From an optimization exercise on the open Yosys and OpenROAD flow, aimed at small area, a short achievable clock period and few clock cycles; shortcuts taken in it are not production practice. The RTL was checked by simulation tests, not by an equivalence proof against the original design.

// screlu_output_dot_product_core
module screlu_output_dot_product_core #(
    parameter int QA_LIMIT    = scrod_pkg::QA_LIMIT_DEF,
    parameter int QB_SCALE    = scrod_pkg::QB_SCALE_DEF,
    parameter int OUT_SCALE   = scrod_pkg::OUT_SCALE_DEF,
    parameter int NUM_BUCKETS = scrod_pkg::NUM_BUCKETS_DEF
) (
    input  logic                                clk,
    input  logic                                rst_n,
    input  logic                                push,
    output logic                                full,
    input  logic signed [scrod_pkg::ACT_W-1:0]  activation,
    input  logic signed [scrod_pkg::WGT_W-1:0]  weight,
    input  logic [scrod_pkg::BKT_W-1:0]         bucket,
    input  logic                                last,
    output logic                                empty,
    input  logic                                pop,
    output logic signed [scrod_pkg::EVAL_W-1:0] eval,
    input  logic                                cfg_we,
    input  logic [scrod_pkg::CFG_IDX_W-1:0]     cfg_index,
    input  logic [scrod_pkg::CFG_DAT_W-1:0]     cfg_data
);
    localparam int NMAX = 4;
    logic       full_reg;
    logic [2:0] n_reg;           
    logic       accept;
    logic       popd;
    logic [2:0] n_next;
    assign accept = push && !full_reg;
    assign full   = full_reg;
    logic       v0_reg;
    logic [7:0] c0_reg;
    logic [7:0] w0_reg;
    logic [2:0] b0_reg;
    logic       l0_reg;
    logic [7:0] clamped;
    assign clamped = activation[15]      ? 8'd0 :
                     (|activation[14:8]) ? 8'hFF : activation[7:0];
    always_ff @(posedge clk)
    begin
        c0_reg <= accept ? clamped : 8'd0;
        w0_reg <= weight;
        b0_reg <= bucket;
        l0_reg <= last;
    end
    logic        v1_reg;
  ...
Size: roughly 3600 cells after synthesis, about 660 flip-flops, about 100 I/O pins, roughly 37000 um^2 of cells after synthesis.
export LEC_CHECK = 0
export ABC_AREA = 1
export CAP_MARGIN = 20
export CORE_MARGIN = 2
export CORE_UTILIZATION = 40
export CTS_CLUSTER_DIAMETER = 100
export CTS_CLUSTER_SIZE = 30
export SETUP_SLACK_MARGIN = 5.0
export SLEW_MARGIN = 20
create_clock -name core_clock -period 8.5 [get_ports {clk}]
standard.sh (not shown) runs the stock make flow with config.mk's settings and CLKGATE_MAP_FILE= SYNTH_SCRIPT=/design/flow/synth_recipe.tcl, a recipe that flattens the netlist after the stock synthesis.
==> flow/flow/run.sh <==
#!/bin/bash
# Layout flow: the standard flow (standard synthesis, floorplan, placement, CTS,
# routing, finish) run whole through standard.sh, with two changes to how the layout
# is made: the port buffers are sky130_fd_sc_hd__buf_2 cells instead of the flow's
# default choice (every port still gets its buffer), and timing repair aims for a
# setup slack margin of SETUP_MARGIN ns. The clock period and constraints are the standard flow's.
set -euo pipefail
SETUP_MARGIN=5.3
export BUFFER_PORTS_ARGS="-buffer_cell sky130_fd_sc_hd__buf_2"
bash standard.sh SETUP_SLACK_MARGIN=$SETUP_MARGIN finish > standard_flow.log 2>&1
The baseline went through all stages and came out clean.
Testbench counts at the start, summed over its fixed seeds: cycles 37,459.
Then changed:
--- a/flow/flow/run.sh
+++ b/flow/flow/run.sh
@@ -7,3 +7,3 @@
 set -euo pipefail
-SETUP_MARGIN=5.3
+SETUP_MARGIN=4.9
 export BUFFER_PORTS_ARGS="-buffer_cell sky130_fd_sc_hd__buf_2"
--- a/flow/config.mk
+++ b/flow/config.mk
@@ -7,3 +7,3 @@
 export LEC_CHECK = 0
-export ABC_AREA = 1
+export ABC_AREA = 0
 export CAP_MARGIN = 20
@@ -11,4 +11,4 @@
 export CORE_UTILIZATION = 40
-export CTS_CLUSTER_DIAMETER = 100
-export CTS_CLUSTER_SIZE = 30
+export CTS_CLUSTER_DIAMETER = 90
+export CTS_CLUSTER_SIZE = 25
 export SETUP_SLACK_MARGIN = 5.0
After rerunning: Non-clock buffer count rose by 15; worst hold slack degrades by 4.7 ps; routed wire length goes down by 10%; synthesized area falls by 5.5%; worst setup slack gets worse by 390 ps; design area is lower by 4.2%; clock skew is lower by 21 ps.
Then changed:
--- a/flow/flow/run.sh
+++ b/flow/flow/run.sh
@@ -7,3 +7,3 @@
 set -euo pipefail
-SETUP_MARGIN=4.9
+SETUP_MARGIN=5.3
 export BUFFER_PORTS_ARGS="-buffer_cell sky130_fd_sc_hd__buf_2"
--- a/flow/config.mk
+++ b/flow/config.mk
@@ -7,3 +7,3 @@
 export LEC_CHECK = 0
-export ABC_AREA = 0
+export ABC_AREA = 1
 export CAP_MARGIN = 20
Result: First-iteration DRC count is higher by 4.3%. Via count increases by 16%. Wire length goes up by 12%. Critical path depth is lower by 8. Core utilization fell by 0.21 points. Clock-buffer cell count goes down by 1. Global-route usage rose by 1.5 points. Area after synthesis is higher by 5.8%. Final area rose by 5.2%.
Then changed:
--- a/flow/flow/run.sh
+++ b/flow/flow/run.sh
@@ -7,3 +7,3 @@
 set -euo pipefail
-SETUP_MARGIN=5.3
+SETUP_MARGIN=5.2
 export BUFFER_PORTS_ARGS="-buffer_cell sky130_fd_sc_hd__buf_2"
What happened: The new run ran to the end with no violations. Wire length stays flat. Synthesized cell count is unchanged. Cell area fell slightly. Setup slack is worse by 140 ps.

==> afterwards: timing with drivers on the ports <==
The flow's constraints put no driver on any port. The routed layouts listed below were extracted and timed again, unchanged, in two steps.
Step 1 (the two cells are an assumption about what drives the block):
set clk [get_ports {clk}]
set_driving_cell -lib_cell sky130_fd_sc_hd__clkbuf_16 $clk
set_driving_cell -lib_cell sky130_fd_sc_hd__buf_2 [delete_from_list [all_inputs] $clk]
Step 2 also shifts input and output timing later by t, the mid clock arrival at the registers, as if the neighbouring blocks saw the same clock.
Three values: ideal ports, drivers, drivers and shift; two values: the first two.
run	shift t [ns]	slack for setup (ns)	hold WS [ns]	worst slew at a driven data input, ns
the first run	0.709	5.214 / 5.258 / 4.550	0.338 / 0.338 / 0.338	0.10
the second run	0.657	4.821 / 4.821 / 4.821	0.333 / 0.333 / 0.333	0.12
the third run	0.662	5.405 / 5.405 / 4.908	0.334 / 0.334 / 0.334	0.10
the fourth run	0.665	5.265 / 5.305 / 4.640	0.306 / 0.306 / 0.306	0.08
After both steps every run listed still meets setup and hold. The setup slack of the first run, which loses most, moves by +0.044 ns with the drivers and by -0.664 ns with both steps.
